Source: an optimization exercise on an open RTL-to-GDS flow (aim: small area and few clock cycles per item). Production flows keep margins and buffers that such runs may drop.
Function was checked by simulation only, so behaviour that the tests miss may differ from the original.

==> flow/design.v, too long to show whole: its modules and the start of the top module <==
// module stv_mul_inc: 3672 lines
// module stv_mul_dec: 2172 lines
// module stv_s1: 1431 lines
// module stv_cfg_data: 5 lines
// module stv_sine_rom: 1178 lines
// module stv_fa: 4 lines
// module stv_ha: 4 lines
// module swept_tone_voice: 177 lines
module swept_tone_voice #(
    parameter int SINE_TABLE_BITS = stv_pkg::SINE_TABLE_BITS_DEF,
    parameter int COUNT_BITS      = stv_pkg::COUNT_BITS_DEF
) (
    input  logic        i_clk,
    input  logic        i_rst_n,
    input  logic        s_axis_tvalid,
    output logic        s_axis_tready,
    input  logic [23:0] s_axis_tdata,    
    input  logic [0:0]  s_axis_tuser,    
    output logic        m_axis_tvalid,
    input  logic        m_axis_tready,
    output logic [39:0] m_axis_tdata,    
    output logic [0:0]  m_axis_tuser,    
    input  logic        i_cfg_we,
    input  logic [2:0]  i_cfg_index,
    input  logic [31:0] i_cfg_data
);
  // ...
==> flow/run.sh <==
#!/bin/bash
# synth_recipe.tcl (not shown) runs the flow's synth.tcl, then flattens the netlist and writes it again
# the make line also repeats each setting of config.mk as NAME=value (left out here)
make -C /OpenROAD-flow-scripts/flow DESIGN_CONFIG=/design/flow/config.mk WORK_HOME=/design/flow/orfs CLKGATE_MAP_FILE= SYNTH_SCRIPT=/design/flow/synth_recipe.tcl finish
==> flow/config.mk <==
export PLATFORM = sky130hd
export DESIGN_NAME = swept_tone_voice
export DESIGN_NICKNAME = swept_tone_voice
export VERILOG_FILES = /design/flow/design.v
export SDC_FILE = /design/flow/constraint.sdc
export NUM_CORES = 4
export LEC_CHECK = 0
export CAP_MARGIN = 20
export CORE_MARGIN = 2
export CORE_UTILIZATION = 40
export CTS_CLUSTER_DIAMETER = 60
export CTS_CLUSTER_SIZE = 25
export SLEW_MARGIN = 20
export SYNTH_HIERARCHICAL = 1
export SYNTH_MEMORY_MAX_BITS = 32768
export SYNTH_MINIMUM_KEEP_SIZE = 0
==> flow/constraint.sdc <==
create_clock -name core_clock -period 13.0 [get_ports {i_clk}]
set_input_delay 2.6000 -clock core_clock [delete_from_list [all_inputs] [get_ports {i_clk}]]
set_output_delay 2.6000 -clock core_clock [all_outputs]
set_load 0.01 [all_outputs]
==> impl_metrics.py, run 1 <==
metrics = {
    "sta": {
        "setup_viol_count_final": 0,
        "grt_setup_unrepaired": "false",
        "slew_headroom": 0.208,
        "maxSlewViolCount": 0,
    },
    "clock_tree": {
        "htree_levels": 2,
        "post_cts_resized": 0,
    },
    "die": {
        "io_pins": 108,
        "coreArea_um2": 200000,
    },
    "layout": {
        "multi_input_area_share": 0.760,
        "biggestCellCategory": "multi-input gates",
        "seq_area_frac": 0.132,
    },
    "job": {
        "drv_cap": 0,
    },
    "critical_path": {
        "slowest_stage": "edfxtp_1",
        "critical_path_arrival_ps": 12750,
    },
    "global_route": {
        "track_usage": 0.262,
        "grt.met3_usage": 0.0524,
        "grt.overflow.total": 0,
        "grt_max_degree": 97,
        "grt_use_met2": 0.427,
    },
    "outcome": {
        "status": "timing/DRC/antenna clean",
    },
    "logic_synthesis": {
        "ys_seq_elements": 384,
    },
    "route": {
        "drtIter0Drc": 5773,
        "wirelength_um": 267000,
        "routedWlPerCell_um": 25.1,
    },
    "hold_path": {
        "hold_class": "reg2reg",
    },
    "placed_design": {
        "dpl_worst_slack_ps": 557,
    },
}
Testbench counts, summed over its fixed seeds: cycles 19,442, items 18,162.
==> module swept_tone_voice, before the edit <==
module swept_tone_voice #(
    parameter int SINE_TABLE_BITS = stv_pkg::SINE_TABLE_BITS_DEF,
    parameter int COUNT_BITS      = stv_pkg::COUNT_BITS_DEF
) (
    input  logic        i_clk,
    input  logic        i_rst_n,
    input  logic        s_axis_tvalid,
    output logic        s_axis_tready,
    input  logic [23:0] s_axis_tdata,    
    input  logic [0:0]  s_axis_tuser,    
    output logic        m_axis_tvalid,
    input  logic        m_axis_tready,
    output logic [39:0] m_axis_tdata,    
    output logic [0:0]  m_axis_tuser,    
    input  logic        i_cfg_we,
    input  logic [2:0]  i_cfg_index,
    input  logic [31:0] i_cfg_data
);
    stv_pkg::t_cfg r_cfg;
    logic [31:0] w_cfg_d0;
    logic [24:0] w_cfg_d1;    
    logic [7:0]  w_cfg_en;
    stv_cfg_data u_cfg_data (.i_data(i_cfg_data), .i_rst_n(i_rst_n), .o_d0(w_cfg_d0), .o_d1(w_cfg_d1));
    always_comb begin
        for (int k = 0; k < 8; k++) w_cfg_en[k] = !i_rst_n || (i_cfg_we && (i_cfg_index == 3'(k)));
    end
    always_ff @(posedge i_clk) begin
        if (w_cfg_en[REG_WAVE_TYPE])       r_cfg.wave_type       <= w_cfg_d0[1:0];
        if (w_cfg_en[REG_START_INCREMENT]) r_cfg.start_increment <= w_cfg_d0[30:0];
        if (w_cfg_en[REG_SWEEP_FACTOR])    r_cfg.sweep_factor    <= {w_cfg_d0[31], w_cfg_d1[24], w_cfg_d0[29:0]};
        if (w_cfg_en[REG_ATTACK_SAMPLES])  r_cfg.attack_samples  <= w_cfg_d0[19:0];
        if (w_cfg_en[REG_ATTACK_STEP])     r_cfg.attack_step     <= w_cfg_d0[23:0];
        if (w_cfg_en[REG_DECAY_START])     r_cfg.decay_start     <= w_cfg_d0[23:0];
        if (w_cfg_en[REG_DECAY_FACTOR])    r_cfg.decay_factor    <= w_cfg_d1[23:0];
        if (w_cfg_en[REG_NOTE_LENGTH])     r_cfg.note_length     <= {w_cfg_d0[19:1], w_cfg_d1[0]};
    end
    logic r_v1, r_v2;
    logic w_ready2, w_ready1, w_accept;
    assign w_ready2      = !r_v2 || m_axis_tready;
    assign w_ready1      = !r_v1 || w_ready2;
    assign s_axis_tready = w_ready1;
    assign w_accept      = s_axis_tvalid && w_ready1;
    logic [31:0] r_phase, r_inc;
    logic [19:0] r_idx;
    logic [23:0] r_env;
    logic        r_note_on;
    logic        w_start, w_active, w_in_att, w_at_att, w_not_end;
    logic [31:0] e_inc, w_phase_new, w_inc_next;
    logic [19:0] w_idx_inc, w_idx_next;
    logic [23:0] e_env, w_env_used, w_env_next, w_dec_next, w_att_next;
    logic [24:0] w_att_sum, w_att_r;
    logic [33:0] w_inc_prod;
    assign w_start = (s_axis_tuser[0] == OP_START);
    assign w_idx_inc = r_idx + 1'b1;
    assign w_att_r = {1'b0, r_env} + {1'b0, r_cfg.attack_step};
    always_comb begin
        if (w_start) begin
            w_active  = (r_cfg.note_length != 20'd0);
            w_in_att  = (r_cfg.attack_samples != 20'd0);
            w_at_att  = (r_cfg.attack_samples == 20'd0);
            w_not_end = (r_cfg.note_length != 20'd1);
            w_idx_next = 20'd1;
            w_att_sum = {1'b0, r_cfg.attack_step};
        end else begin
            w_active  = r_note_on && (r_idx < r_cfg.note_length);
            w_in_att  = (r_idx < r_cfg.attack_samples);
            w_at_att  = (r_idx == r_cfg.attack_samples);
            w_not_end = (w_idx_inc != r_cfg.note_length);
            w_idx_next = w_idx_inc;
            w_att_sum = w_att_r;
        end
        e_inc   = w_start ? {1'b0, r_cfg.start_increment} : r_inc;
        e_env   = w_start ? 24'd0 : r_env;
        w_phase_new = w_start ? {1'b0, r_cfg.start_increment} : (r_phase + r_inc);
        w_att_next  = w_att_sum[24] ? ENV_MAX : w_att_sum[23:0];
        w_env_used  = (!w_in_att && w_at_att) ? r_cfg.decay_start : e_env;
        w_env_next  = w_in_att ? w_att_next : w_dec_next;
        w_inc_next  = (|w_inc_prod[33:32]) ? 32'hFFFF_FFFF : w_inc_prod[31:0];
    end
    stv_mul_inc u_mul_inc (.a(e_inc), .b(r_cfg.sweep_factor), .q(w_inc_prod));
    stv_mul_dec u_mul_dec (.a(w_env_used), .b(r_cfg.decay_factor), .q(w_dec_next));
    logic w_load;
    assign w_load = w_accept && (w_active || w_start);
    always_ff @(posedge i_clk) begin
        if (w_load) begin
            r_phase <= w_active ? w_phase_new : 32'd0;
            r_inc   <= w_active ? w_inc_next : {1'b0, r_cfg.start_increment};
            r_idx   <= w_active ? w_idx_next : 20'd0;
            r_env   <= w_active ? w_env_next : 24'd0;
        end
    end
    always_ff @(posedge i_clk) begin
        if (!i_rst_n) begin
            r_note_on <= 1'b0;
        end else if (w_accept) begin
            r_note_on <= w_active && w_not_end;
        end
    end
    logic [10:0] w_addr;
    logic [15:0] w_sine;
    logic [16:0] w_ramp, w_mag;
    logic [16:0] w_tri;
    logic        w_neg;
    assign w_addr = w_phase_new[30] ? (11'd1024 - {1'b0, w_phase_new[29:20]})
                                    : {1'b0, w_phase_new[29:20]};
    stv_sine_rom u_rom (.a(w_addr), .q(w_sine));
    assign w_tri  = w_phase_new[31] ? {1'b0, w_phase_new[30:15]}
                                    : ({1'b0, ~w_phase_new[30:15]} + {16'd0, (w_phase_new[14:0] == 15'd0)});
    always_comb begin
        w_ramp = (r_cfg.wave_type == WAVE_SAW) ? w_phase_new[31:15] : w_tri;
        case (r_cfg.wave_type)
            WAVE_SINE: begin
                w_mag = {1'b0, w_sine};
                w_neg = w_phase_new[31];
            end
            WAVE_SQUARE: begin
                w_mag = WAVE_PEAK;
                w_neg = w_phase_new[31];
            end
            default: begin
                w_neg = (w_ramp[16:15] == 2'b00);
                w_mag = w_neg ? ({2'b00, ~w_ramp[14:0]} + 17'd1)
                              : {w_ramp[16:15] - 2'd1, w_ramp[14:0]};
            end
        endcase
    end
    logic        r_act1, r_neg1;
    logic [16:0] r_mag1;
    logic [23:0] r_env1;
    logic [17:0] r_mix1;
    always_ff @(posedge i_clk) begin
        if (!i_rst_n) begin
            r_v1 <= 1'b0;
        end else if (w_ready1) begin
            r_v1 <= s_axis_tvalid;
        end
    end
    always_ff @(posedge i_clk) begin
        if (w_ready1) begin
            r_act1 <= w_active;
            r_neg1 <= w_active && w_neg;
            r_mag1 <= w_active ? w_mag : 17'd0;
            r_env1 <= w_env_used;
            r_mix1 <= s_axis_tdata[17:0];
        end
    end
    logic [17:0] w_mix_out;
    logic [15:0] w_pcm;
    stv_s1 u_s1 (
        .i_mag (r_mag1),
        .i_env (r_env1),
        .i_neg (r_neg1),
        .i_mix (r_mix1),
        .o_mix (w_mix_out),
        .o_pcm (w_pcm)
    );
    logic        r_act2;
    logic [17:0] r_mix2;
    logic [15:0] r_pcm2;
    always_ff @(posedge i_clk) begin
        if (!i_rst_n) begin
            r_v2 <= 1'b0;
        end else if (w_ready2) begin
            r_v2 <= r_v1;
        end
    end
    always_ff @(posedge i_clk) begin
        if (w_ready2) begin
            r_mix2 <= w_mix_out;
            r_pcm2 <= w_pcm;
            r_act2 <= r_act1;
        end
    end
    assign m_axis_tvalid = r_v2;
    assign m_axis_tdata  = {6'd0, r_pcm2, r_mix2};
    assign m_axis_tuser  = r_act2;
endmodule
==> run 2: changes to the inputs <==
--- a/flow/design.v
+++ b/flow/design.v
@@ -5885,18 +5885,17 @@
     assign p[47:24] = ~{k297, k296, k295, k294, k293, k292, k291, k290, k289, k288, k287, k286, k285, k284, k283, k282, k281, k280, k279, k278, k277, k276, k275, k274};
     assign q = p[47:24];
 endmodule
 module stv_s1 (
     input  logic [16:0] i_mag,      
     input  logic [23:0] i_env,      
     input  logic        i_neg,      
     input  logic [17:0] i_mix,      
-    output logic [17:0] o_mix,      
-    output logic [15:0] o_pcm       
+    output logic [17:0] o_mix       
 );
     logic [16:0] npp0;
     assign npp0 = ~(i_mag & {17{i_env[0]}});
     logic [16:0] npp1;
     assign npp1 = ~(i_mag & {17{i_env[1]}});
     logic [16:0] npp2;
     assign npp2 = ~(i_mag & {17{i_env[2]}});
     logic [16:0] npp3;
@@ -6977,20 +6976,276 @@
     stv_fa u_t683 (.a(t611), .b(t538), .c(t610), .s(t683), .co(t684));
     stv_fa u_t685 (.a(t613), .b(t542), .c(t612), .s(t685), .co(t686));
     stv_fa u_t687 (.a(t615), .b(t546), .c(t614), .s(t687), .co(t688));
     stv_fa u_t689 (.a(t617), .b(t548), .c(t616), .s(t689), .co(t690));
     stv_fa u_t691 (.a(npp22[16]), .b(npp23[15]), .c(t618), .s(t691), .co(t692));
     logic [40:0] nr0, nr1;
     assign nr0 = {1'b1, npp23[16], t691, t689, t687, t685, t683, t681, t679, t677, t675, t673, t671, t669, t667, t665, t663, t661, t659, t657, t655, t653, t651, t649, t647, t645, t643, t641, t639, t637, t635, t633, t631, t629, t627, t625, t623, t621, t619, npp0[1], npp0[0]};
     assign nr1 = {1'b1, t692, t690, t688, t686, t684, t682, t680, t678, t676, t674, t672, t670, t668, t666, t664, t662, t660, t658, t656, t654, t652, t650, t648, t646, t644, t642, t640, t638, t636, t634, t632, t630, t628, t626, t624, t622, t620, npp2[0], npp1[0], 1'b1};
-    logic [24:0] w_lo;
-    logic        w_c;
-    assign w_lo = {1'b0, ~nr0[23:0]} + {1'b0, ~nr1[23:0]};
-    assign w_c  = w_lo[24];
+    logic k1;
+    logic k2;
+    logic k3;
+    logic k4;
+    logic k5;
+    logic k6;
+    logic k7;
+    logic k8;
+    logic k9;
+    logic k10;
+    logic k11;
+    logic k12;
+    logic k13;
+    logic k14;
+    logic k15;
+    logic k16;
+    logic k17;
+    logic k18;
+    logic k19;
+    logic k20;
+    logic k21;
+    logic k22;
+    logic k23;
+    logic k24;
+    logic k25;
+    logic k26;
+    logic k27;
+    logic k28;
+    logic k29;
+    logic k30;
+    logic k31;
+    logic k32;
+    logic k33;
+    logic k34;
+    logic k35;
+    logic k36;
+    logic k37;
+    logic k38;
+    logic k39;
+    logic k40;
+    logic k41;
+    logic k42;
+    logic k43;
+    logic k44;
+    logic k45;
+    logic k46;
+    logic k47;
+    logic k48;
+    logic k49;
+    logic k50;
+    logic k51;
+    logic k52;
+    logic k53;
+    logic k54;
+    logic k55;
+    logic k56;
+    logic k57;
+    logic k58;
+    logic k59;
+    logic k60;
+    logic k61;
+    logic k62;
+    logic k63;
+    logic k64;
+    logic k65;
+    logic k66;
+    logic k67;
+    logic k68;
+    logic k69;
+    logic k70;
+    logic k71;
+    logic k72;
+    logic k73;
+    logic k74;
+    logic k75;
+    logic k76;
+    logic k77;
+    logic k78;
+    logic k79;
+    logic k80;
+    logic k81;
+    logic k82;
+    logic k83;
+    logic k84;
+    logic k85;
+    logic k86;
+    logic k87;
+    logic k88;
+    logic k89;
+    logic k90;
+    logic k91;
+    logic k92;
+    logic k93;
+    logic k94;
+    logic k95;
+    logic k96;
+    logic k97;
+    logic k98;
+    logic k99;
+    logic k100;
+    logic k101;
+    logic k102;
+    logic k103;
+    logic k104;
+    logic k105;
+    logic k106;
+    logic k107;
+    logic k108;
+    logic k109;
+    logic k110;
+    logic k111;
+    logic k112;
+    logic k113;
+    logic k114;
+    logic k115;
+    logic k116;
+    logic k117;
+    logic k118;
+    logic k119;
+    logic k120;
+    logic k121;
+    logic k122;
+    logic k123;
+    logic k124;
+    logic k125;
+    logic k126;
+    logic k127;
+    logic k128;
+    logic k129;
+    logic k130;
+    assign k1 = ~nr0[0] & ~nr1[0];
+    assign k2 = ~nr0[0] ^ ~nr1[0];
+    assign k3 = ~nr0[1] & ~nr1[1];
+    assign k4 = ~nr0[1] ^ ~nr1[1];
+    assign k5 = ~nr0[2] & ~nr1[2];
+    assign k6 = ~nr0[2] ^ ~nr1[2];
+    assign k7 = ~nr0[3] & ~nr1[3];
+    assign k8 = ~nr0[3] ^ ~nr1[3];
+    assign k9 = ~nr0[4] & ~nr1[4];
+    assign k10 = ~nr0[4] ^ ~nr1[4];
+    assign k11 = ~nr0[5] & ~nr1[5];
+    assign k12 = ~nr0[5] ^ ~nr1[5];
+    assign k13 = ~nr0[6] & ~nr1[6];
+    assign k14 = ~nr0[6] ^ ~nr1[6];
+    assign k15 = ~nr0[7] & ~nr1[7];
+    assign k16 = ~nr0[7] ^ ~nr1[7];
+    assign k17 = ~nr0[8] & ~nr1[8];
+    assign k18 = ~nr0[8] ^ ~nr1[8];
+    assign k19 = ~nr0[9] & ~nr1[9];
+    assign k20 = ~nr0[9] ^ ~nr1[9];
+    assign k21 = ~nr0[10] & ~nr1[10];
+    assign k22 = ~nr0[10] ^ ~nr1[10];
+    assign k23 = ~nr0[11] & ~nr1[11];
+    assign k24 = ~nr0[11] ^ ~nr1[11];
+    assign k25 = ~nr0[12] & ~nr1[12];
+    assign k26 = ~nr0[12] ^ ~nr1[12];
+    assign k27 = ~nr0[13] & ~nr1[13];
+    assign k28 = ~nr0[13] ^ ~nr1[13];
+    assign k29 = ~nr0[14] & ~nr1[14];
+    assign k30 = ~nr0[14] ^ ~nr1[14];
+    assign k31 = ~nr0[15] & ~nr1[15];
+    assign k32 = ~nr0[15] ^ ~nr1[15];
+    assign k33 = ~nr0[16] & ~nr1[16];
+    assign k34 = ~nr0[16] ^ ~nr1[16];
+    assign k35 = ~nr0[17] & ~nr1[17];
+    assign k36 = ~nr0[17] ^ ~nr1[17];
+    assign k37 = ~nr0[18] & ~nr1[18];
+    assign k38 = ~nr0[18] ^ ~nr1[18];
+    assign k39 = ~nr0[19] & ~nr1[19];
+    assign k40 = ~nr0[19] ^ ~nr1[19];
+    assign k41 = ~nr0[20] & ~nr1[20];
+    assign k42 = ~nr0[20] ^ ~nr1[20];
+    assign k43 = ~nr0[21] & ~nr1[21];
+    assign k44 = ~nr0[21] ^ ~nr1[21];
+    assign k45 = ~nr0[22] & ~nr1[22];
+    assign k46 = ~nr0[22] ^ ~nr1[22];
+    assign k47 = ~nr0[23] & ~nr1[23];
+    assign k48 = ~nr0[23] ^ ~nr1[23];
+    assign k49 = k3 | (k4 & k1);
+    assign k50 = k4 & k2;
+    assign k51 = k7 | (k8 & k5);
+    assign k52 = k8 & k6;
+    assign k53 = k11 | (k12 & k9);
+    assign k54 = k12 & k10;
+    assign k55 = k15 | (k16 & k13);
+    assign k56 = k16 & k14;
+    assign k57 = k19 | (k20 & k17);
+    assign k58 = k20 & k18;
+    assign k59 = k23 | (k24 & k21);
+    assign k60 = k24 & k22;
+    assign k61 = k27 | (k28 & k25);
+    assign k62 = k28 & k26;
+    assign k63 = k31 | (k32 & k29);
+    assign k64 = k32 & k30;
+    assign k65 = k35 | (k36 & k33);
+    assign k66 = k36 & k34;
+    assign k67 = k39 | (k40 & k37);
+    assign k68 = k40 & k38;
+    assign k69 = k43 | (k44 & k41);
+    assign k70 = k44 & k42;
+    assign k71 = k47 | (k48 & k45);
+    assign k72 = k48 & k46;
+    assign k73 = k51 | (k52 & k49);
+    assign k74 = k52 & k50;
+    assign k75 = k55 | (k56 & k53);
+    assign k76 = k56 & k54;
+    assign k77 = k59 | (k60 & k57);
+    assign k78 = k60 & k58;
+    assign k79 = k63 | (k64 & k61);
+    assign k80 = k64 & k62;
+    assign k81 = k67 | (k68 & k65);
+    assign k82 = k68 & k66;
+    assign k83 = k71 | (k72 & k69);
+    assign k84 = k72 & k70;
+    assign k85 = k75 | (k76 & k73);
+    assign k86 = k76 & k74;
+    assign k87 = k79 | (k80 & k77);
+    assign k88 = k80 & k78;
+    assign k89 = k83 | (k84 & k81);
+    assign k90 = k84 & k82;
+    assign k91 = k87 | (k88 & k85);
+    assign k92 = k88 & k86;
+    assign k93 = k89 | (k90 & k91);
+    assign k94 = k90 & k92;
+    assign k95 = k77 | (k78 & k85);
+    assign k96 = k78 & k86;
+    assign k97 = k81 | (k82 & k91);
+    assign k98 = k82 & k92;
+    assign k99 = k53 | (k54 & k73);
+    assign k100 = k54 & k74;
+    assign k101 = k57 | (k58 & k85);
+    assign k102 = k58 & k86;
+    assign k103 = k61 | (k62 & k95);
+    assign k104 = k62 & k96;
+    assign k105 = k65 | (k66 & k91);
+    assign k106 = k66 & k92;
+    assign k107 = k69 | (k70 & k97);
+    assign k108 = k70 & k98;
+    assign k109 = k5 | (k6 & k49);
+    assign k110 = k6 & k50;
+    assign k111 = k9 | (k10 & k73);
+    assign k112 = k10 & k74;
+    assign k113 = k13 | (k14 & k99);
+    assign k114 = k14 & k100;
+    assign k115 = k17 | (k18 & k85);
+    assign k116 = k18 & k86;
+    assign k117 = k21 | (k22 & k101);
+    assign k118 = k22 & k102;
+    assign k119 = k25 | (k26 & k95);
+    assign k120 = k26 & k96;
+    assign k121 = k29 | (k30 & k103);
+    assign k122 = k30 & k104;
+    assign k123 = k33 | (k34 & k91);
+    assign k124 = k34 & k92;
+    assign k125 = k37 | (k38 & k105);
+    assign k126 = k38 & k106;
+    assign k127 = k41 | (k42 & k97);
+    assign k128 = k42 & k98;
+    assign k129 = k45 | (k46 & k107);
+    assign k130 = k46 & k108;
     logic [16:0] w_a, w_b;
     assign w_a = ~nr0[40:24] ^ {17{i_neg}};
     assign w_b = ~nr1[40:24] ^ {17{i_neg}};
     logic u1;
     logic u2;
     logic u3;
     logic u4;
     logic u5;
@@ -7098,28 +7353,18 @@
     stv_fa u_u61 (.a(u23), .b(w_b[11]), .c(u22), .s(u61), .co(u62));
     stv_fa u_u63 (.a(u25), .b(w_b[12]), .c(u24), .s(u63), .co(u64));
     stv_fa u_u65 (.a(u27), .b(w_b[13]), .c(u26), .s(u65), .co(u66));
     stv_fa u_u67 (.a(u29), .b(w_b[14]), .c(u28), .s(u67), .co(u68));
     stv_fa u_u69 (.a(u31), .b(w_b[15]), .c(u30), .s(u69), .co(u70));
     stv_fa u_u71 (.a(u33), .b(w_b[16]), .c(u32), .s(u71), .co(u72));
     stv_fa u_u73 (.a(u35), .b(i_neg), .c(u34), .s(u73), .co(u74));
     stv_fa u_u75 (.a(u37), .b(i_neg), .c(u36), .s(u75), .co(u76));
-    logic [18:0] w_s0, w_s1, w_sum;
-    assign w_s0 = {u75, u73, u71, u69, u67, u65, u63, u61, u59, u57, u55, u53, u51, u49, u47, u45, u43, u41, u39};
-    assign w_s1 = {u74, u72, u70, u68, u66, u64, u62, u60, u58, u56, u54, u52, u50, u48, u46, u44, u42, u40, i_neg};
-    assign w_sum = w_s0 + w_s1 + {18'd0, w_c ^ i_neg};
-    logic w_over, w_under;
-    assign o_mix   = (w_sum[18] != w_sum[17]) ? {w_sum[18], {17{~w_sum[18]}}} : w_sum[17:0];
-    assign w_over  = ($signed(w_sum) > 19'sd32768);
-    assign w_under = ($signed(w_sum) < -19'sd32768);
-    logic w_ns16;
-    logic [15:0] w_nsum;
-    assign w_ns16 = ~w_sum[16];
-    assign w_nsum = ~w_sum[15:0];
+    logic w_cin;
+    assign w_cin = k93 ^ i_neg;
     logic v1;
     logic v2;
     logic v3;
     logic v4;
     logic v5;
     logic v6;
     logic v7;
     logic v8;
@@ -7228,104 +7473,350 @@
     logic v111;
     logic v112;
     logic v113;
     logic v114;
     logic v115;
     logic v116;
     logic v117;
     logic v118;
-    logic v119;
-    logic v120;
-    logic v121;
-    logic v122;
-    logic v123;
-    logic v124;
-    logic v125;
-    logic v126;
-    logic v127;
-    logic v128;
-    logic v129;
-    logic v130;
-    stv_ha u_v1 (.a(w_sum[0]), .b(w_nsum[4]), .s(v1), .co(v2));
-    stv_ha u_v3 (.a(w_sum[1]), .b(w_nsum[5]), .s(v3), .co(v4));
-    stv_ha u_v5 (.a(w_sum[2]), .b(w_nsum[6]), .s(v5), .co(v6));
-    stv_ha u_v7 (.a(w_sum[3]), .b(w_nsum[7]), .s(v7), .co(v8));
-    stv_ha u_v9 (.a(w_sum[4]), .b(w_nsum[8]), .s(v9), .co(v10));
-    stv_ha u_v11 (.a(w_sum[5]), .b(w_nsum[9]), .s(v11), .co(v12));
-    stv_ha u_v13 (.a(w_nsum[0]), .b(w_nsum[2]), .s(v13), .co(v14));
-    stv_fa u_v15 (.a(w_nsum[1]), .b(w_nsum[3]), .c(w_nsum[5]), .s(v15), .co(v16));
-    stv_fa u_v17 (.a(w_nsum[2]), .b(w_nsum[4]), .c(w_nsum[6]), .s(v17), .co(v18));
-    stv_fa u_v19 (.a(w_nsum[3]), .b(w_nsum[5]), .c(w_nsum[7]), .s(v19), .co(v20));
-    stv_fa u_v21 (.a(v1), .b(w_nsum[6]), .c(w_nsum[8]), .s(v21), .co(v22));
-    stv_ha u_v23 (.a(w_nsum[9]), .b(w_nsum[11]), .s(v23), .co(v24));
-    stv_fa u_v25 (.a(v3), .b(w_nsum[7]), .c(w_nsum[9]), .s(v25), .co(v26));
-    stv_fa u_v27 (.a(w_nsum[10]), .b(w_nsum[12]), .c(v2), .s(v27), .co(v28));
-    stv_fa u_v29 (.a(v5), .b(w_nsum[8]), .c(w_nsum[10]), .s(v29), .co(v30));
-    stv_fa u_v31 (.a(w_nsum[11]), .b(w_nsum[13]), .c(v4), .s(v31), .co(v32));
-    stv_fa u_v33 (.a(v7), .b(w_nsum[9]), .c(w_nsum[11]), .s(v33), .co(v34));
-    stv_fa u_v35 (.a(w_nsum[12]), .b(w_nsum[14]), .c(v6), .s(v35), .co(v36));
-    stv_fa u_v37 (.a(v9), .b(w_nsum[10]), .c(w_nsum[12]), .s(v37), .co(v38));
-    stv_fa u_v39 (.a(w_nsum[13]), .b(w_nsum[15]), .c(v8), .s(v39), .co(v40));
-    stv_fa u_v41 (.a(v11), .b(w_nsum[11]), .c(w_nsum[13]), .s(v41), .co(v42));
-    stv_fa u_v43 (.a(w_nsum[14]), .b(w_sum[16]), .c(v10), .s(v43), .co(v44));
-    stv_fa u_v45 (.a(w_sum[6]), .b(w_nsum[10]), .c(w_nsum[12]), .s(v45), .co(v46));
-    stv_fa u_v47 (.a(w_nsum[14]), .b(w_nsum[15]), .c(v12), .s(v47), .co(v48));
-    stv_fa u_v49 (.a(w_sum[7]), .b(w_nsum[11]), .c(w_nsum[13]), .s(v49), .co(v50));
-    stv_ha u_v51 (.a(w_nsum[15]), .b(w_sum[16]), .s(v51), .co(v52));
-    stv_fa u_v53 (.a(w_sum[8]), .b(w_nsum[12]), .c(w_nsum[14]), .s(v53), .co(v54));
-    stv_ha u_v55 (.a(w_nsum[0]), .b(w_nsum[2]), .s(v55), .co(v56));
-    stv_fa u_v57 (.a(w_nsum[1]), .b(w_nsum[3]), .c(w_nsum[4]), .s(v57), .co(v58));
-    stv_fa u_v59 (.a(v13), .b(w_nsum[4]), .c(w_nsum[5]), .s(v59), .co(v60));
-    stv_fa u_v61 (.a(v15), .b(w_nsum[6]), .c(w_nsum[8]), .s(v61), .co(v62));
-    stv_fa u_v63 (.a(v17), .b(w_nsum[7]), .c(w_nsum[9]), .s(v63), .co(v64));
-    stv_fa u_v65 (.a(v19), .b(w_nsum[8]), .c(w_nsum[10]), .s(v65), .co(v66));
-    stv_fa u_v67 (.a(v21), .b(v23), .c(w_sum[16]), .s(v67), .co(v68));
-    stv_fa u_v69 (.a(v25), .b(v27), .c(v22), .s(v69), .co(v70));
-    stv_fa u_v71 (.a(v29), .b(v31), .c(v26), .s(v71), .co(v72));
-    stv_fa u_v73 (.a(v33), .b(v35), .c(v30), .s(v73), .co(v74));
-    stv_fa u_v75 (.a(v37), .b(v39), .c(v34), .s(v75), .co(v76));
-    stv_fa u_v77 (.a(v41), .b(v43), .c(v38), .s(v77), .co(v78));
-    stv_fa u_v79 (.a(v45), .b(v47), .c(v42), .s(v79), .co(v80));
-    stv_fa u_v81 (.a(v49), .b(v51), .c(v46), .s(v81), .co(v82));
-    stv_fa u_v83 (.a(v53), .b(w_sum[16]), .c(v50), .s(v83), .co(v84));
-    stv_fa u_v85 (.a(w_sum[9]), .b(w_nsum[13]), .c(w_nsum[15]), .s(v85), .co(v86));
-    stv_ha u_v87 (.a(w_sum[10]), .b(w_nsum[14]), .s(v87), .co(v88));
-    stv_ha u_v89 (.a(w_nsum[0]), .b(w_nsum[1]), .s(v89), .co(v90));
-    stv_fa u_v91 (.a(w_nsum[1]), .b(w_nsum[2]), .c(w_nsum[4]), .s(v91), .co(v92));
-    stv_fa u_v93 (.a(v55), .b(w_nsum[3]), .c(w_nsum[5]), .s(v93), .co(v94));
-    stv_fa u_v95 (.a(v57), .b(w_nsum[6]), .c(v56), .s(v95), .co(v96));
-    stv_fa u_v97 (.a(v59), .b(w_nsum[7]), .c(v58), .s(v97), .co(v98));
-    stv_fa u_v99 (.a(v61), .b(v14), .c(v60), .s(v99), .co(v100));
-    stv_fa u_v101 (.a(v63), .b(v16), .c(v62), .s(v101), .co(v102));
-    stv_fa u_v103 (.a(v65), .b(v18), .c(v64), .s(v103), .co(v104));
-    stv_fa u_v105 (.a(v67), .b(v20), .c(v66), .s(v105), .co(v106));
-    stv_fa u_v107 (.a(v69), .b(v24), .c(v68), .s(v107), .co(v108));
-    stv_fa u_v109 (.a(v71), .b(v28), .c(v70), .s(v109), .co(v110));
-    stv_fa u_v111 (.a(v73), .b(v32), .c(v72), .s(v111), .co(v112));
-    stv_fa u_v113 (.a(v75), .b(v36), .c(v74), .s(v113), .co(v114));
-    stv_fa u_v115 (.a(v77), .b(v40), .c(v76), .s(v115), .co(v116));
-    stv_fa u_v117 (.a(v79), .b(v44), .c(v78), .s(v117), .co(v118));
-    stv_fa u_v119 (.a(v81), .b(v48), .c(v80), .s(v119), .co(v120));
-    stv_fa u_v121 (.a(v83), .b(v52), .c(v82), .s(v121), .co(v122));
-    stv_fa u_v123 (.a(v85), .b(v54), .c(v84), .s(v123), .co(v124));
-    stv_fa u_v125 (.a(v87), .b(w_sum[16]), .c(v86), .s(v125), .co(v126));
-    stv_fa u_v127 (.a(w_sum[11]), .b(w_nsum[15]), .c(v88), .s(v127), .co(v128));
-    stv_ha u_v129 (.a(w_sum[12]), .b(w_sum[16]), .s(v129), .co(v130));
+    assign v1 = u39 & i_neg;
+    assign v2 = u39 ^ i_neg;
+    assign v3 = u41 & u40;
+    assign v4 = u41 ^ u40;
+    assign v5 = u43 & u42;
+    assign v6 = u43 ^ u42;
+    assign v7 = u45 & u44;
+    assign v8 = u45 ^ u44;
+    assign v9 = u47 & u46;
+    assign v10 = u47 ^ u46;
+    assign v11 = u49 & u48;
+    assign v12 = u49 ^ u48;
+    assign v13 = u51 & u50;
+    assign v14 = u51 ^ u50;
+    assign v15 = u53 & u52;
+    assign v16 = u53 ^ u52;
+    assign v17 = u55 & u54;
+    assign v18 = u55 ^ u54;
+    assign v19 = u57 & u56;
+    assign v20 = u57 ^ u56;
+    assign v21 = u59 & u58;
+    assign v22 = u59 ^ u58;
+    assign v23 = u61 & u60;
+    assign v24 = u61 ^ u60;
+    assign v25 = u63 & u62;
+    assign v26 = u63 ^ u62;
+    assign v27 = u65 & u64;
+    assign v28 = u65 ^ u64;
+    assign v29 = u67 & u66;
+    assign v30 = u67 ^ u66;
+    assign v31 = u69 & u68;
+    assign v32 = u69 ^ u68;
+    assign v33 = u71 & u70;
+    assign v34 = u71 ^ u70;
+    assign v35 = u73 & u72;
+    assign v36 = u73 ^ u72;
+    assign v37 = u75 & u74;
+    assign v38 = u75 ^ u74;
+    assign v39 = v1 | (v2 & w_cin);
+    assign v40 = v3 | (v4 & v39);
+    assign v41 = v4 & v2;
+    assign v42 = v7 | (v8 & v5);
+    assign v43 = v8 & v6;
+    assign v44 = v11 | (v12 & v9);
+    assign v45 = v12 & v10;
+    assign v46 = v15 | (v16 & v13);
+    assign v47 = v16 & v14;
+    assign v48 = v19 | (v20 & v17);
+    assign v49 = v20 & v18;
+    assign v50 = v23 | (v24 & v21);
+    assign v51 = v24 & v22;
+    assign v52 = v27 | (v28 & v25);
+    assign v53 = v28 & v26;
+    assign v54 = v31 | (v32 & v29);
+    assign v55 = v32 & v30;
+    assign v56 = v35 | (v36 & v33);
+    assign v57 = v36 & v34;
+    assign v58 = v42 | (v43 & v40);
+    assign v59 = v43 & v41;
+    assign v60 = v46 | (v47 & v44);
+    assign v61 = v47 & v45;
+    assign v62 = v50 | (v51 & v48);
+    assign v63 = v51 & v49;
+    assign v64 = v54 | (v55 & v52);
+    assign v65 = v55 & v53;
+    assign v66 = v60 | (v61 & v58);
+    assign v67 = v61 & v59;
+    assign v68 = v64 | (v65 & v62);
+    assign v69 = v65 & v63;
+    assign v70 = v68 | (v69 & v66);
+    assign v71 = v69 & v67;
+    assign v72 = v62 | (v63 & v66);
+    assign v73 = v63 & v67;
+    assign v74 = v44 | (v45 & v58);
+    assign v75 = v45 & v59;
+    assign v76 = v48 | (v49 & v66);
+    assign v77 = v49 & v67;
+    assign v78 = v52 | (v53 & v72);
+    assign v79 = v53 & v73;
+    assign v80 = v56 | (v57 & v70);
+    assign v81 = v57 & v71;
+    assign v82 = v5 | (v6 & v40);
+    assign v83 = v6 & v41;
+    assign v84 = v9 | (v10 & v58);
+    assign v85 = v10 & v59;
+    assign v86 = v13 | (v14 & v74);
+    assign v87 = v14 & v75;
+    assign v88 = v17 | (v18 & v66);
+    assign v89 = v18 & v67;
+    assign v90 = v21 | (v22 & v76);
+    assign v91 = v22 & v77;
+    assign v92 = v25 | (v26 & v72);
+    assign v93 = v26 & v73;
+    assign v94 = v29 | (v30 & v78);
+    assign v95 = v30 & v79;
+    assign v96 = v33 | (v34 & v70);
+    assign v97 = v34 & v71;
+    assign v98 = v37 | (v38 & v80);
+    assign v99 = v38 & v81;
+    assign v100 = v2 ^ w_cin;
+    assign v101 = v4 ^ v39;
+    assign v102 = v6 ^ v40;
+    assign v103 = v8 ^ v82;
+    assign v104 = v10 ^ v58;
+    assign v105 = v12 ^ v84;
+    assign v106 = v14 ^ v74;
+    assign v107 = v16 ^ v86;
+    assign v108 = v18 ^ v66;
+    assign v109 = v20 ^ v88;
+    assign v110 = v22 ^ v76;
+    assign v111 = v24 ^ v90;
+    assign v112 = v26 ^ v72;
+    assign v113 = v28 ^ v92;
+    assign v114 = v30 ^ v78;
+    assign v115 = v32 ^ v94;
+    assign v116 = v34 ^ v70;
+    assign v117 = v36 ^ v96;
+    assign v118 = v38 ^ v80;
+    logic [18:0] w_sum;
+    assign w_sum = {v118, v117, v116, v115, v114, v113, v112, v111, v110, v109, v108, v107, v106, v105, v104, v103, v102, v101, v100};
+    assign o_mix = (w_sum[18] != w_sum[17]) ? {w_sum[18], {17{~w_sum[18]}}} : w_sum[17:0];
+endmodule
+module stv_pcm (
+    input  logic [17:0] i_mix,      
+    output logic [15:0] o_pcm
+);
+    logic w_over, w_under;
+    assign w_over  = ($signed(i_mix) > 18'sd32768);
+    assign w_under = ($signed(i_mix) < -18'sd32768);
+    logic w_ns16;
+    logic [15:0] w_ns;
+    assign w_ns16 = ~i_mix[16];
+    assign w_ns = ~i_mix[15:0];
+    logic p1;
+    logic p2;
+    logic p3;
+    logic p4;
+    logic p5;
+    logic p6;
+    logic p7;
+    logic p8;
+    logic p9;
+    logic p10;
+    logic p11;
+    logic p12;
+    logic p13;
+    logic p14;
+    logic p15;
+    logic p16;
+    logic p17;
+    logic p18;
+    logic p19;
+    logic p20;
+    logic p21;
+    logic p22;
+    logic p23;
+    logic p24;
+    logic p25;
+    logic p26;
+    logic p27;
+    logic p28;
+    logic p29;
+    logic p30;
+    logic p31;
+    logic p32;
+    logic p33;
+    logic p34;
+    logic p35;
+    logic p36;
+    logic p37;
+    logic p38;
+    logic p39;
+    logic p40;
+    logic p41;
+    logic p42;
+    logic p43;
+    logic p44;
+    logic p45;
+    logic p46;
+    logic p47;
+    logic p48;
+    logic p49;
+    logic p50;
+    logic p51;
+    logic p52;
+    logic p53;
+    logic p54;
+    logic p55;
+    logic p56;
+    logic p57;
+    logic p58;
+    logic p59;
+    logic p60;
+    logic p61;
+    logic p62;
+    logic p63;
+    logic p64;
+    logic p65;
+    logic p66;
+    logic p67;
+    logic p68;
+    logic p69;
+    logic p70;
+    logic p71;
+    logic p72;
+    logic p73;
+    logic p74;
+    logic p75;
+    logic p76;
+    logic p77;
+    logic p78;
+    logic p79;
+    logic p80;
+    logic p81;
+    logic p82;
+    logic p83;
+    logic p84;
+    logic p85;
+    logic p86;
+    logic p87;
+    logic p88;
+    logic p89;
+    logic p90;
+    logic p91;
+    logic p92;
+    logic p93;
+    logic p94;
+    logic p95;
+    logic p96;
+    logic p97;
+    logic p98;
+    logic p99;
+    logic p100;
+    logic p101;
+    logic p102;
+    logic p103;
+    logic p104;
+    logic p105;
+    logic p106;
+    logic p107;
+    logic p108;
+    logic p109;
+    logic p110;
+    logic p111;
+    logic p112;
+    logic p113;
+    logic p114;
+    logic p115;
+    logic p116;
+    logic p117;
+    logic p118;
+    logic p119;
+    logic p120;
+    logic p121;
+    logic p122;
+    logic p123;
+    logic p124;
+    logic p125;
+    logic p126;
+    logic p127;
+    logic p128;
+    logic p129;
+    logic p130;
+    stv_ha u_p1 (.a(i_mix[0]), .b(w_ns[4]), .s(p1), .co(p2));
+    stv_ha u_p3 (.a(i_mix[1]), .b(w_ns[5]), .s(p3), .co(p4));
+    stv_ha u_p5 (.a(i_mix[2]), .b(w_ns[6]), .s(p5), .co(p6));
+    stv_ha u_p7 (.a(i_mix[3]), .b(w_ns[7]), .s(p7), .co(p8));
+    stv_ha u_p9 (.a(i_mix[4]), .b(w_ns[8]), .s(p9), .co(p10));
+    stv_ha u_p11 (.a(i_mix[5]), .b(w_ns[9]), .s(p11), .co(p12));
+    stv_ha u_p13 (.a(w_ns[0]), .b(w_ns[2]), .s(p13), .co(p14));
+    stv_fa u_p15 (.a(w_ns[1]), .b(w_ns[3]), .c(w_ns[5]), .s(p15), .co(p16));
+    stv_fa u_p17 (.a(w_ns[2]), .b(w_ns[4]), .c(w_ns[6]), .s(p17), .co(p18));
+    stv_fa u_p19 (.a(w_ns[3]), .b(w_ns[5]), .c(w_ns[7]), .s(p19), .co(p20));
+    stv_fa u_p21 (.a(p1), .b(w_ns[6]), .c(w_ns[8]), .s(p21), .co(p22));
+    stv_ha u_p23 (.a(w_ns[9]), .b(w_ns[11]), .s(p23), .co(p24));
+    stv_fa u_p25 (.a(p3), .b(w_ns[7]), .c(w_ns[9]), .s(p25), .co(p26));
+    stv_fa u_p27 (.a(w_ns[10]), .b(w_ns[12]), .c(p2), .s(p27), .co(p28));
+    stv_fa u_p29 (.a(p5), .b(w_ns[8]), .c(w_ns[10]), .s(p29), .co(p30));
+    stv_fa u_p31 (.a(w_ns[11]), .b(w_ns[13]), .c(p4), .s(p31), .co(p32));
+    stv_fa u_p33 (.a(p7), .b(w_ns[9]), .c(w_ns[11]), .s(p33), .co(p34));
+    stv_fa u_p35 (.a(w_ns[12]), .b(w_ns[14]), .c(p6), .s(p35), .co(p36));
+    stv_fa u_p37 (.a(p9), .b(w_ns[10]), .c(w_ns[12]), .s(p37), .co(p38));
+    stv_fa u_p39 (.a(w_ns[13]), .b(w_ns[15]), .c(p8), .s(p39), .co(p40));
+    stv_fa u_p41 (.a(p11), .b(w_ns[11]), .c(w_ns[13]), .s(p41), .co(p42));
+    stv_fa u_p43 (.a(w_ns[14]), .b(i_mix[16]), .c(p10), .s(p43), .co(p44));
+    stv_fa u_p45 (.a(i_mix[6]), .b(w_ns[10]), .c(w_ns[12]), .s(p45), .co(p46));
+    stv_fa u_p47 (.a(w_ns[14]), .b(w_ns[15]), .c(p12), .s(p47), .co(p48));
+    stv_fa u_p49 (.a(i_mix[7]), .b(w_ns[11]), .c(w_ns[13]), .s(p49), .co(p50));
+    stv_ha u_p51 (.a(w_ns[15]), .b(i_mix[16]), .s(p51), .co(p52));
+    stv_fa u_p53 (.a(i_mix[8]), .b(w_ns[12]), .c(w_ns[14]), .s(p53), .co(p54));
+    stv_ha u_p55 (.a(w_ns[0]), .b(w_ns[2]), .s(p55), .co(p56));
+    stv_fa u_p57 (.a(w_ns[1]), .b(w_ns[3]), .c(w_ns[4]), .s(p57), .co(p58));
+    stv_fa u_p59 (.a(p13), .b(w_ns[4]), .c(w_ns[5]), .s(p59), .co(p60));
+    stv_fa u_p61 (.a(p15), .b(w_ns[6]), .c(w_ns[8]), .s(p61), .co(p62));
+    stv_fa u_p63 (.a(p17), .b(w_ns[7]), .c(w_ns[9]), .s(p63), .co(p64));
+    stv_fa u_p65 (.a(p19), .b(w_ns[8]), .c(w_ns[10]), .s(p65), .co(p66));
+    stv_fa u_p67 (.a(p21), .b(p23), .c(i_mix[16]), .s(p67), .co(p68));
+    stv_fa u_p69 (.a(p25), .b(p27), .c(p22), .s(p69), .co(p70));
+    stv_fa u_p71 (.a(p29), .b(p31), .c(p26), .s(p71), .co(p72));
+    stv_fa u_p73 (.a(p33), .b(p35), .c(p30), .s(p73), .co(p74));
+    stv_fa u_p75 (.a(p37), .b(p39), .c(p34), .s(p75), .co(p76));
+    stv_fa u_p77 (.a(p41), .b(p43), .c(p38), .s(p77), .co(p78));
+    stv_fa u_p79 (.a(p45), .b(p47), .c(p42), .s(p79), .co(p80));
+    stv_fa u_p81 (.a(p49), .b(p51), .c(p46), .s(p81), .co(p82));
+    stv_fa u_p83 (.a(p53), .b(i_mix[16]), .c(p50), .s(p83), .co(p84));
+    stv_fa u_p85 (.a(i_mix[9]), .b(w_ns[13]), .c(w_ns[15]), .s(p85), .co(p86));
+    stv_ha u_p87 (.a(i_mix[10]), .b(w_ns[14]), .s(p87), .co(p88));
+    stv_ha u_p89 (.a(w_ns[0]), .b(w_ns[1]), .s(p89), .co(p90));
+    stv_fa u_p91 (.a(w_ns[1]), .b(w_ns[2]), .c(w_ns[4]), .s(p91), .co(p92));
+    stv_fa u_p93 (.a(p55), .b(w_ns[3]), .c(w_ns[5]), .s(p93), .co(p94));
+    stv_fa u_p95 (.a(p57), .b(w_ns[6]), .c(p56), .s(p95), .co(p96));
+    stv_fa u_p97 (.a(p59), .b(w_ns[7]), .c(p58), .s(p97), .co(p98));
+    stv_fa u_p99 (.a(p61), .b(p14), .c(p60), .s(p99), .co(p100));
+    stv_fa u_p101 (.a(p63), .b(p16), .c(p62), .s(p101), .co(p102));
+    stv_fa u_p103 (.a(p65), .b(p18), .c(p64), .s(p103), .co(p104));
+    stv_fa u_p105 (.a(p67), .b(p20), .c(p66), .s(p105), .co(p106));
+    stv_fa u_p107 (.a(p69), .b(p24), .c(p68), .s(p107), .co(p108));
+    stv_fa u_p109 (.a(p71), .b(p28), .c(p70), .s(p109), .co(p110));
+    stv_fa u_p111 (.a(p73), .b(p32), .c(p72), .s(p111), .co(p112));
+    stv_fa u_p113 (.a(p75), .b(p36), .c(p74), .s(p113), .co(p114));
+    stv_fa u_p115 (.a(p77), .b(p40), .c(p76), .s(p115), .co(p116));
+    stv_fa u_p117 (.a(p79), .b(p44), .c(p78), .s(p117), .co(p118));
+    stv_fa u_p119 (.a(p81), .b(p48), .c(p80), .s(p119), .co(p120));
+    stv_fa u_p121 (.a(p83), .b(p52), .c(p82), .s(p121), .co(p122));
+    stv_fa u_p123 (.a(p85), .b(p54), .c(p84), .s(p123), .co(p124));
+    stv_fa u_p125 (.a(p87), .b(i_mix[16]), .c(p86), .s(p125), .co(p126));
+    stv_fa u_p127 (.a(i_mix[11]), .b(w_ns[15]), .c(p88), .s(p127), .co(p128));
+    stv_ha u_p129 (.a(i_mix[12]), .b(i_mix[16]), .s(p129), .co(p130));
     logic [30:0] w_p0, w_p1, w_p;
-    assign w_p0 = {w_sum[15], w_sum[14], w_sum[13], v129, v127, v125, v123, v121, v119, v117, v115, v113, v111, v109, v107, v105, v103, v101, v99, v97, v95, v93, v91, v89, w_nsum[0], w_nsum[1], w_nsum[0], 1'b0, 1'b0, 1'b0, w_ns16};
-    assign w_p1 = {1'b0, 1'b0, v130, v128, v126, v124, v122, v120, v118, v116, v114, v112, v110, v108, v106, v104, v102, v100, v98, v96, v94, v92, v90, w_nsum[3], w_nsum[2], 1'b0, 1'b0, 1'b0, 1'b0, 1'b0, 1'b0};
+    assign w_p0 = {i_mix[15], i_mix[14], i_mix[13], p129, p127, p125, p123, p121, p119, p117, p115, p113, p111, p109, p107, p105, p103, p101, p99, p97, p95, p93, p91, p89, w_ns[0], w_ns[1], w_ns[0], 1'b0, 1'b0, 1'b0, w_ns16};
+    assign w_p1 = {1'b0, 1'b0, p130, p128, p126, p124, p122, p120, p118, p116, p114, p112, p110, p108, p106, p104, p102, p100, p98, p96, p94, p92, p90, w_ns[3], w_ns[2], 1'b0, 1'b0, 1'b0, 1'b0, 1'b0, 1'b0};
     assign w_p = w_p0 + w_p1 + 31'd1966082767;
     assign o_pcm = w_over ? 16'd30000 : w_under ? -16'sd30000 : w_p[30:15];
 endmodule
-module stv_cfg_data (input logic [31:0] i_data, input logic i_rst_n,
-                     output logic [31:0] o_d0, output logic [24:0] o_d1);
-    assign o_d0 = i_data & {32{i_rst_n}};
-    assign o_d1 = {i_data[30], i_data[23:0]} | {25{~i_rst_n}};
-endmodule
 module stv_sine_rom (input logic [10:0] a, output logic [15:0] q);
     logic [15:0] w_base;
     logic [9:0] w_slope;
     logic [1:0] w_res;
     logic [13:0] w_lin;
     always_comb begin
         case (a[10:4])
             7'd0: w_base = 16'd0;
@@ -8494,16 +8985,21 @@
             11'd1023: w_res = 2'd1;
             11'd1024: w_res = 2'd0;
             default: w_res = 2'd0;
         endcase
     end
     assign w_lin = w_slope * a[3:0];
     assign q = w_base + {6'd0, w_lin[13:4]} + {14'd0, w_res};
 endmodule
+module stv_cfg_data (input logic [31:0] i_data, input logic i_rst_n,
+                     output logic [31:0] o_d0, output logic [24:0] o_d1);
+    assign o_d0 = i_data & {32{i_rst_n}};
+    assign o_d1 = {i_data[30], i_data[23:0]} | {25{~i_rst_n}};
+endmodule
 module stv_fa (input logic a, input logic b, input logic c, output logic s, output logic co);
     assign s  = a ^ b ^ c;
     assign co = (a & b) | (a & c) | (b & c);
 endmodule
 module stv_ha (input logic a, input logic b, output logic s, output logic co);
     assign s  = a ^ b;
     assign co = a & b;
 endmodule
@@ -8656,32 +9152,30 @@
     end
     logic [17:0] w_mix_out;
     logic [15:0] w_pcm;
     stv_s1 u_s1 (
         .i_mag (r_mag1),
         .i_env (r_env1),
         .i_neg (r_neg1),
         .i_mix (r_mix1),
-        .o_mix (w_mix_out),
-        .o_pcm (w_pcm)
+        .o_mix (w_mix_out)
     );
     logic        r_act2;
     logic [17:0] r_mix2;
-    logic [15:0] r_pcm2;
     always_ff @(posedge i_clk) begin
         if (!i_rst_n) begin
             r_v2 <= 1'b0;
         end else if (w_ready2) begin
             r_v2 <= r_v1;
         end
     end
     always_ff @(posedge i_clk) begin
         if (w_ready2) begin
             r_mix2 <= w_mix_out;
-            r_pcm2 <= w_pcm;
             r_act2 <= r_act1;
         end
     end
     assign m_axis_tvalid = r_v2;
-    assign m_axis_tdata  = {6'd0, r_pcm2, r_mix2};
+    stv_pcm u_pcm (.i_mix(r_mix2), .o_pcm(w_pcm));
+    assign m_axis_tdata  = {6'd0, w_pcm, r_mix2};
     assign m_axis_tuser  = r_act2;
 endmodule
==> run 2 against run 1 <==
Compared with the run above:
- global-route usage decreased by 0.053 points
- clock skew decreased by 2.8 ps
- design area decreased by 1.3%
- worst setup slack improved by 370 ps
- critical path type is now in2reg
- critical endpoint is now r_mag1[13]
- largest cell class unchanged
==> impl_metrics.py, run 2 <==
metrics = {
    "outcome": {
        "status": "timing/DRC/antenna clean",
    },
    "logic_synthesis": {
        "synth_edf_count": 365,
        "synth_commonest_cells": "nand2_1, fa_1, clkbuf_1",
        "async_flop_share": 0,
        "ys_warn_count": 8,
        "synth_cell_types": 129,
        "ys_seq_elements": 368,
        "yosys.area.top_type": "fa_1",
        "synthTopCellsByArea": "fa_1, edfxtp_1, nand2_1, ha_1, clkbuf_1",
        "yosysTopAreaCellShare": 0.476,
        "synthFlopType": "edfxtp_1",
        "synth_seq_area_share": 0.137,
        "avgSynthCellArea_um2": 10.1,
        "syn_inst": 7966,
        "synth_most_common_cell": "nand2_1",
        "netlist_area_um2": 80300,
    },
    "layout": {
        "stdcell_count": 10541,
        "fin_util": 0.432,
        "drive_gt1_frac": 0.0601,
        "largestRegisters": "r_cfg x177, r_inc x32, r_phase x32",
        "largest_reg_flops": 177,
        "area_delta_synth_final_pct": 7.33,
        "regMostFlops": "r_cfg",
        "final_cell_mix": "nand2_1, fa_1, ha_1, edfxtp_1, inv_1",
        "layout_commonest_cell": "nand2_1",
        "design.final.nets": 10228,
        "final_area_um2": 86200,
    },
    "critical_path": {
        "crit_type": "in2reg",
        "critPathLaunchType": "input port",
        "critPathMaxStageDelay_ps": 700,
        "end_kind": "flip-flop",
        "crit_top_cell": "fa_1",
        "critical_path_arrival_ps": 12360,
        "cp.required_ps": 13330,
        "slowest_stage": "xnor2_2",
        "worstPathMaxFanout": 28,
    },
    "route": {
        "post-route-drc-count": 0,
        "dr.pass1.iters": 6,
        "drtIter0Drc": 6017,
        "vias": 62337,
        "viasPerCell": 5.91,
        "wirelength_um": 267000,
        "antenna_left": 0,
        "routedWlPerCell_um": 25.3,
    },
    "sta": {
        "tightest_slew_ps": 1170,
        "timing.setup.tns_ps": 0,
        "finalCritPeriodShare": 0.925,
        "maxSlewViolCount": 0,
        "fmax_mhz": 83.2,
        "holdWs_ps": 427,
        "slew_headroom": 0.220,
        "grt_setup_unrepaired": "false",
        "fin_crit_ps": 12020,
        "fin_skew_ps": 51.2,
        "setup_viol_count_final": 0,
        "hold_viol": 0,
        "finalWorstSetupSlack_ps": 977,
    },
    "clock_tree": {
        "post_cts_resized": 0,
        "cts.clk_slew.worst_paths_ps": 60,
        "cts_sinks": 368,
        "cts_made_buffers": 41,
        "postCtsSetupBuffers": 0,
        "htree_levels": 2,
        "clk_path_buf_depth": 3,
        "clockRootBuffer": "clkbuf_16",
        "worstSkewPairLatency_ps": 630,
        "cts.hold.buffers_added": 0,
        "tritoncts": "built",
    },
    "global_route": {
        "grt.overflow.total": 0,
        "track_usage": 0.261,
        "antenna_found_initial": 11,
        "grt_pass1_vias": 67788,
        "grt_max_degree": 97,
        "grt_pass1_wl_um": 408000,
    },
    "die": {
        "start_util": 0.402,
        "die_h_um": 452,
        "row_count": 164,
        "die_width_um": 452,
        "io_pins": 108,
        "coreArea_um2": 200000,
        "dieArea_um2": 204000,
    },
    "placed_design": {
        "place_congestion": 0.926,
        "numPortBuffers": 95,
        "dp_cells": 10463,
        "dpl_worst_slack_ps": 454,
        "dp_hpwl_um": 187000,
        "placed_area_um2": 84700,
    },
    "hold_path": {
        "hold_class": "reg2reg",
    },
    "job": {
        "drv_cap": 0,
    },
}
## run 2: changes by cell type after synthesis, sizes merged, moves of 7 or more
| cell | before | now |
|---|---|---|
| a21o | 86 | 111 |
| o21ai | 288 | 271 |
| edfxtp | 381 | 365 |
| xnor2 | 153 | 140 |
| fa | 1902 | 1910 |
| nand4 | 52 | 60 |
| nand2 | 2362 | 2369 |
| nand3 | 70 | 77 |
## run 2: worst max-delay path, delay by kind of cell
family / cells / cell delay, ps
AO/OA/AOI/OAI: 9 / 2050
XOR/XNOR: 3 / 1030
adder cells (fa/ha/maj): 7 / 2920
buffers and inverters: 6 / 1210
multiplexers: 1 / 90
AND/OR/NAND/NOR: 11 / 2450
## run 2: cell families (layout without fill, tap and decap cells)
logic type                 after synthesis  in the layout  share of synthesized area
xor gates and xnor gates               206            206                     0.0225
buffers and inverters                  832            676                     0.0406
and+or+nand+nor                       3162           3162                      0.166
adders and majority gates             2312           2312                      0.539
other                                    5             80                   0.000234
muxes                                   86             86                     0.0127
DFF                                    368            368                      0.137
AOI/OAI and AO/OA                      995            995                     0.0819
## run 2: area by class of cell
class,count,area [um2]
Antenna cell,3,7.51
Clock buffer,44,1040
Clock inverter,29,439
Fill cell,18819,113000
Inverter,268,1010
Multi-Input combinational cell,6838,66600
Sequential cell,368,11000
Tap cell,2656,3320
Timing Repair Buffer,335,2790
## run 2: path summary, 6_finish.rpt
kind	slack [ps]	to	depth (start not counted)	from
worst max-delay path	980	r_mag1[13]	37	s_axis_tuser[0]
worst min-delay path	430	r_act2	0	r_act1
worst max register to register	1150	r_mag1[13]	43	r_inc[0]
worst min register to register	430	r_act2	0	r_act1
## run 2: per-module statistics from Yosys, one instance, submodules excluded
module,cells,times used,flip-flops and latches,area (um2)
stv_mul_dec,843,1,0,3980
stv_pcm,275,1,0,1870
stv_ha,1,33,0,12.5
stv_s1,753,1,0,3870
stv_fa,1,1852,0,20.0
swept_tone_voice,1751,1,368,19600
stv_cfg_data,63,1,0,398
stv_mul_inc,1458,1,0,6680
stv_sine_rom,938,1,0,6410
## run 2: per-layer routing
layer,track usage,vias up,share of wire
li1,-,25726,-
met1,0.335,32236,0.39
met2,0.432,3608,0.48
met3,0.0480,765,0.091
met4,0.113,2,0.047
met5,0.00303,-,0.00034
Testbench counts of run 2, summed over its fixed seeds: cycles 19,442, items 18,162.

-- separate check: timing with driven ports --
The results above use ideal ports. As a check the final layouts listed here were re-extracted and re-timed, cells and wires unchanged.
Step 1, drivers: a clkbuf_16 drives i_clk and a buf_2 each remaining input, both assumed.
Step 2 times the ports against the registers' clock, not the clock port: input delays grow and output delays shrink by t, the midpoint of the rising clock arrivals with the driver on.
a / b / c = ideal ports / drivers / drivers and shift; a / b = the first two.
run	t (ns)	slack for setup (ns)	worst hold slack (ns)	clock arrival spread, ns	worst register clock-pin slew, ns
run 1	0.678	0.612 / 0.612 / 0.352	0.429 / 0.429 / 0.429	0.054 / 0.054	0.09 / 0.09
run 2	0.667	0.977 / 0.924 / 0.257	0.427 / 0.427 / 0.427	0.056 / 0.057	0.09 / 0.09
After both steps setup and hold are still met in every run listed. The setup slack of run 2, which loses most, moves by -0.053 ns with the drivers and by -0.720 ns with both steps.
